This design comes from an exercise in tuning for small area on the open sky130 flow, not from production work.
In this exercise RTL edits were held to simulation tests only and were not proved equivalent to the original.
Power is estimated from default activity; no workload was simulated.

==> job 1262: inputs <==
==> flow/design.v <==
module qrd_oc_screen #(
  parameter int DW  = 17,
  parameter int TOL = 16
) (
  input  logic [DW-1:0] i_x,
  output logic          o_bad
);
  assign o_bad = i_x[DW-1] ? (i_x < DW'((1 << DW) - TOL))
                           : (i_x > DW'(TOL));
endmodule
module qrd_oc_sel2 #(
  parameter int W = 1
) (
  input  logic         i_sa,
  input  logic         i_sb,
  input  logic [W-1:0] i_a,
  input  logic [W-1:0] i_b,
  output logic [W-1:0] o_y
);
  assign o_y = ({W{i_sa}} & i_a) | ({W{i_sb}} & i_b);
endmodule
module qrd_oc_sel3 #(
  parameter int W = 1
) (
  input  logic         i_sa,
  input  logic         i_sb,
  input  logic         i_sc,
  input  logic [W-1:0] i_a,
  input  logic [W-1:0] i_b,
  input  logic [W-1:0] i_c,
  output logic [W-1:0] o_y
);
  assign o_y = ({W{i_sa}} & i_a) | ({W{i_sb}} & i_b) | ({W{i_sc}} & i_c);
endmodule
module qrd_out_collector #(
  parameter int DW      = 17,
  parameter int LATENCY = 6,
  parameter int TOL     = 16,
  parameter int CNT_W   = 12
) (
  input  logic                clk,
  input  logic                rst_n,
  input  logic                i_start,
  input  logic [CNT_W-1:0]    i_stream_len,
  input  logic [DW-1:0]       i_lane0,
  input  logic [DW-1:0]       i_lane1,
  input  logic [DW-1:0]       i_lane2,
  input  logic [DW-1:0]       i_lane3,
  output logic                o_mat_valid,
  input  logic                i_mat_ready,
  output logic [16*DW-1:0]    o_mat_data,
  output logic                o_mat_tri_err,
  output logic                o_busy,
  output logic                o_done,
  output logic                o_ovf
);
  localparam int NUM_LANES = 4;
  localparam int CW        = NUM_LANES*DW;
  localparam int MW        = NUM_LANES*CW;
  logic             r_busy, r_done, r_ovf;
  logic             r_vh, r_vs;           
  logic [1:0]       r_ph;                 
  logic [1:0]       r_w;                  
  logic [CNT_W-1:0] r_rem;                
  logic [3:0][CW-1:0] r_sr;               
  logic [3:0]         r_p;                
  logic [MW-1:0]      r_h, r_s;
  logic               r_he, r_se;
  logic [NUM_LANES-1:0][DW-1:0] w_lanes;
  logic [NUM_LANES-1:0] w_bad;
  logic w_start_acc, w_push, w_end;
  logic w_ls, w_hs, w_ha, w_hb, w_hc;
  logic [MW:0] w_s_d, w_h_d;
  assign w_lanes  = {i_lane3, i_lane2, i_lane1, i_lane0};
  assign w_bad[0] = 1'b0;    
  for (genvar r = 1; r < NUM_LANES; r++) begin : g_scr
    qrd_oc_screen #(.DW(DW), .TOL(TOL)) u_scr (
      .i_x   (w_lanes[r]),
      .o_bad (w_bad[r])
    );
  end
  always_ff @(posedge clk) begin
    r_sr <= {w_lanes, r_sr[3:1]};
    r_p  <= {r_p[2], r_p[1] | w_bad[3], r_p[0] | w_bad[3] | w_bad[2],
             w_bad[3] | w_bad[2] | w_bad[1]};
  end
  assign w_start_acc = !r_busy && i_start && (i_stream_len != '0);
  assign w_push      = r_busy && (r_ph == 2'd0) && !r_w[1];
  assign w_end       = r_busy && (r_rem == '0);
  always_ff @(posedge clk) begin
    r_ph <= w_start_acc ? 2'd3 : r_ph + 2'd1;
    if (w_start_acc)        r_w <= 2'b11;
    else if (r_ph == 2'd0)  r_w <= {r_w[0], 1'b0};
    if (w_start_acc)        r_rem <= i_stream_len;
    else if (w_push)        r_rem <= r_rem - CNT_W'(1);
  end
  always_ff @(posedge clk or negedge rst_n) begin
    if (!rst_n) begin
      r_busy <= 1'b0;
      r_done <= 1'b0;
      r_ovf  <= 1'b0;
      r_vh   <= 1'b0;
      r_vs   <= 1'b0;
    end else begin
      r_busy <= r_busy ? !w_end : w_start_acc;
      r_done <= w_end || (!r_busy && i_start && (i_stream_len == '0));
      if (w_start_acc)                      r_ovf <= 1'b0;
      else if (w_push && r_vs && !i_mat_ready) r_ovf <= 1'b1;
      r_vh <= w_push || r_vs || (r_vh && !i_mat_ready);
      r_vs <= r_vh && (r_vs ? (w_push || !i_mat_ready) : (w_push && !i_mat_ready));
    end
  end
  assign w_ls = !r_vs || (r_vh && i_mat_ready);    
  assign w_hs = r_vs && !i_mat_ready;              
  assign w_ha = r_vs && i_mat_ready;               
  assign w_hb = !r_vs && (i_mat_ready || !r_vh);   
  assign w_hc = r_vh && !i_mat_ready;              
  qrd_oc_sel2 #(.W(MW+1)) u_s_sel (
    .i_sa (w_ls), .i_sb (w_hs),
    .i_a  ({r_p[3], r_sr}), .i_b ({r_se, r_s}),
    .o_y  (w_s_d)
  );
  qrd_oc_sel3 #(.W(MW+1)) u_h_sel (
    .i_sa (w_ha), .i_sb (w_hb), .i_sc (w_hc),
    .i_a  ({r_se, r_s}), .i_b ({r_p[3], r_sr}), .i_c ({r_he, r_h}),
    .o_y  (w_h_d)
  );
  always_ff @(posedge clk) begin
    {r_se, r_s} <= w_s_d;
    {r_he, r_h} <= w_h_d;
  end
  assign o_mat_valid   = r_vh;
  assign o_mat_data    = r_h;
  assign o_mat_tri_err = r_he;
  assign o_busy        = r_busy;
  assign o_done        = r_done;
  assign o_ovf         = r_ovf;
endmodule
==> flow/run.sh <==
#!/bin/bash
# synth_recipe.tcl (not shown) runs the flow's synth.tcl, then flattens the netlist and writes it again
# the make line also repeats each setting of config.mk as NAME=value (left out here)
make -C /OpenROAD-flow-scripts/flow DESIGN_CONFIG=/design/flow/config.mk WORK_HOME=/design/flow/orfs CLKGATE_MAP_FILE= SYNTH_SCRIPT=/design/flow/synth_recipe.tcl finish
==> flow/config.mk <==
export PLATFORM = sky130hd
export DESIGN_NAME = qrd_out_collector
export DESIGN_NICKNAME = qrd_out_collector
export VERILOG_FILES = /design/flow/design.v
export SDC_FILE = /design/flow/constraint.sdc
export NUM_CORES = 4
export LEC_CHECK = 0
export CAP_MARGIN = 20
export CORE_MARGIN = 2
export CORE_UTILIZATION = 70
export SLEW_MARGIN = 20
export SYNTH_HIERARCHICAL = 1
export SYNTH_MINIMUM_KEEP_SIZE = 0
==> flow/constraint.sdc <==
create_clock -name core_clock -period 5.0 [get_ports {clk}]
set_input_delay 1.0000 -clock core_clock [delete_from_list [all_inputs] [get_ports {clk}]]
set_output_delay 1.0000 -clock core_clock [all_outputs]
set_load 0.01 [all_outputs]
==> job 4535: changes against job 1262 <==
--- a/flow/config.mk
+++ b/flow/config.mk
@@ -8,5 +8,5 @@
 export CAP_MARGIN = 20
 export CORE_MARGIN = 2
-export CORE_UTILIZATION = 70
+export CORE_UTILIZATION = 40
 export SLEW_MARGIN = 20
 export SYNTH_HIERARCHICAL = 1
==> job 1539: changes against job 1262 <==
==> flow/design.v, changed modules only <==
module qrd_out_collector #(
  parameter int DW      = 17,
  parameter int LATENCY = 6,
  parameter int TOL     = 16,
  parameter int CNT_W   = 12
) (
  input  logic                clk,
  input  logic                rst_n,
  input  logic                i_start,
  input  logic [CNT_W-1:0]    i_stream_len,
  input  logic [DW-1:0]       i_lane0,
  input  logic [DW-1:0]       i_lane1,
  input  logic [DW-1:0]       i_lane2,
  input  logic [DW-1:0]       i_lane3,
  output logic                o_mat_valid,
  input  logic                i_mat_ready,
  output logic [16*DW-1:0]    o_mat_data,
  output logic                o_mat_tri_err,
  output logic                o_busy,
  output logic                o_done,
  output logic                o_ovf
);
  localparam int NUM_LANES = 4;
  localparam int CW        = NUM_LANES*DW;
  localparam int MW        = NUM_LANES*CW;
  logic             r_busy, r_done, r_ovf;
  logic             r_vh, r_vs;           
  logic [1:0]       r_ph;                 
  logic [1:0]       r_w;                  
  logic [CNT_W-1:0] r_rem;                
  logic [3:0][CW-1:0] r_sr;               
  logic [2:0]         r_p;                
  logic [MW-1:0]      r_h, r_s;
  logic               r_he, r_se;
  logic [NUM_LANES-1:0][DW-1:0] w_lanes;
  logic [NUM_LANES-1:0] w_bad;
  logic w_start_acc, w_push, w_end;
  logic w_ls, w_hs, w_ha, w_hb, w_hc;
  logic [MW:0] w_s_d, w_h_d;
  assign w_lanes  = {i_lane3, i_lane2, i_lane1, i_lane0};
  assign w_bad[0] = 1'b0;    
  for (genvar r = 1; r < NUM_LANES; r++) begin : g_scr
    qrd_oc_screen #(.DW(DW), .TOL(TOL)) u_scr (
      .i_x   (r_sr[3][r*DW +: DW]),
      .o_bad (w_bad[r])
    );
  end
  always_ff @(posedge clk) begin
    r_sr <= {w_lanes, r_sr[3:1]};
    r_p  <= {r_p[1] | w_bad[3], r_p[0] | w_bad[3] | w_bad[2],
             w_bad[3] | w_bad[2] | w_bad[1]};
  end
  assign w_start_acc = !r_busy && i_start && (i_stream_len != '0);
  assign w_push      = r_busy && (r_ph == 2'd1) && !r_w[1];
  assign w_end       = r_busy && !r_w[1] && ({r_rem, r_ph} == {CNT_W'('1), 2'd0});
  always_ff @(posedge clk) begin
    if (w_start_acc) {r_rem, r_ph} <= {i_stream_len, 2'd2};
    else             {r_rem, r_ph} <= {r_rem, r_ph} - (CNT_W+2)'(1);
    if (w_start_acc)        r_w <= 2'b11;
    else if (r_ph == 2'd1)  r_w <= {r_w[0], 1'b0};
  end
  always_ff @(posedge clk or negedge rst_n) begin
    if (!rst_n) begin
      r_busy <= 1'b0;
      r_done <= 1'b0;
      r_ovf  <= 1'b0;
      r_vh   <= 1'b0;
      r_vs   <= 1'b0;
    end else begin
      r_busy <= r_busy ? !w_end : w_start_acc;
      r_done <= w_end || (!r_busy && i_start && (i_stream_len == '0));
      if (w_start_acc)                      r_ovf <= 1'b0;
      else if (w_push && r_vs && !i_mat_ready) r_ovf <= 1'b1;
      r_vh <= w_push || r_vs || (r_vh && !i_mat_ready);
      r_vs <= r_vh && (r_vs ? (w_push || !i_mat_ready) : (w_push && !i_mat_ready));
    end
  end
  assign w_ls = !r_vs || (r_vh && i_mat_ready);    
  assign w_hs = r_vs && !i_mat_ready;              
  assign w_ha = r_vs && i_mat_ready;               
  assign w_hb = !r_vs && (i_mat_ready || !r_vh);   
  assign w_hc = r_vh && !i_mat_ready;              
  qrd_oc_sel2 #(.W(MW+1)) u_s_sel (
    .i_sa (w_ls), .i_sb (w_hs),
    .i_a  ({r_p[2], r_sr}), .i_b ({r_se, r_s}),
    .o_y  (w_s_d)
  );
  qrd_oc_sel3 #(.W(MW+1)) u_h_sel (
    .i_sa (w_ha), .i_sb (w_hb), .i_sc (w_hc),
    .i_a  ({r_se, r_s}), .i_b ({r_p[2], r_sr}), .i_c ({r_he, r_h}),
    .o_y  (w_h_d)
  );
  always_ff @(posedge clk) begin
    {r_se, r_s} <= w_s_d;
    {r_he, r_h} <= w_h_d;
  end
  assign o_mat_valid   = r_vh;
  assign o_mat_data    = r_h;
  assign o_mat_tri_err = r_he;
  assign o_busy        = r_busy;
  assign o_done        = r_done;
  assign o_ovf         = r_ovf;
endmodule
==> flow/flow/run.sh (new file) <==
#!/bin/bash
# The standard layout, with two changes: port buffers are the smallest buffer cell, and
# clock tree synthesis uses small clock buffers, larger sink clusters and no dummy loads.
set -euo pipefail
export BUFFER_PORTS_ARGS="-buffer_cell sky130_fd_sc_hd__buf_1"
export CTS_ARGS="-sink_clustering_enable -repair_clock_nets -dont_use_dummy_load -buf_list {sky130_fd_sc_hd__clkbuf_4 sky130_fd_sc_hd__clkbuf_8} -sink_clustering_buffer sky130_fd_sc_hd__clkbuf_4 -sink_clustering_size 12 -sink_clustering_max_diameter 35"
bash standard.sh > standard_flow.log 2>&1
==> flow/standard.sh (new file) <==
#!/bin/bash
# synth_recipe.tcl (not shown) runs the flow's synth.tcl, then flattens the netlist and writes it again
# the make line also repeats each setting of config.mk as NAME=value (left out here)
make -C /OpenROAD-flow-scripts/flow DESIGN_CONFIG=/design/flow/config.mk WORK_HOME=/design/flow/orfs CLKGATE_MAP_FILE= SYNTH_SCRIPT=/design/flow/synth_recipe.tcl "${@:-finish}"
--- a/flow/config.mk
+++ b/flow/config.mk
@@ -8,5 +8,5 @@
 export CAP_MARGIN = 20
 export CORE_MARGIN = 2
-export CORE_UTILIZATION = 70
+export CORE_UTILIZATION = 55
 export SLEW_MARGIN = 20
 export SYNTH_HIERARCHICAL = 1
removed: flow/run.sh
==> comparison <==
- Job 4535 finished clean. Job 1262 finished with timing, DRC and antenna clean. Job 1539 finished with timing, DRC and antenna clean.
- Global-route usage: job 1262 is higher than job 4535 (14 points).
- Count of clock-buffer cells in the layout, highest first: job 4535, job 1262, job 1539.
- Clock skew: job 1539 > job 4535 > job 1262.
- Of job 1262 and job 4535, job 4535 has the higher clock power (gap about 12%, measured against job 4535).
- The lowest sequential power belongs to job 4535, the highest to job 1539.
- Power: job 4535 > job 1262 > job 1539.
- Worst setup slack: job 1262 < job 4535 < job 1539.

-- re-timing with driven ports --
The results above use ideal ports. As a check the final layouts listed here were re-extracted and re-timed, cells and wires unchanged. Step 1, drivers: a clkbuf_16 drives clk and a buf_2 each remaining input, both assumed. Step 2 moves the port delays by t, midway between the first and last clock arrival at a register: inputs arrive t later, outputs are due t later. That takes back most of the time a late clock gives input paths. a / b / c = no drivers / after step 1 / after step 2; a / b = the first two.
| run | t, ns | setup slack, ns | hold WS [ns] | worst setup path after step 2 |
|---|---|---|---|---|
| job 1262 | 0.642 | 2.092 / 2.128 / 1.486 | 0.337 / 0.337 / 0.337 | input to register |
| job 4535 | 0.669 | 2.120 / 2.155 / 1.486 | 0.347 / 0.347 / 0.347 | input to register |
| job 1539 | 0.700 | 2.634 / 2.612 / 1.960 | 0.176 / 0.142 / 0.313 | input to register |
After both steps every run listed still meets setup and hold. For job 1539, which loses most, drivers alone change the setup slack by -0.022 ns; drivers and shift together by -0.674 ns.
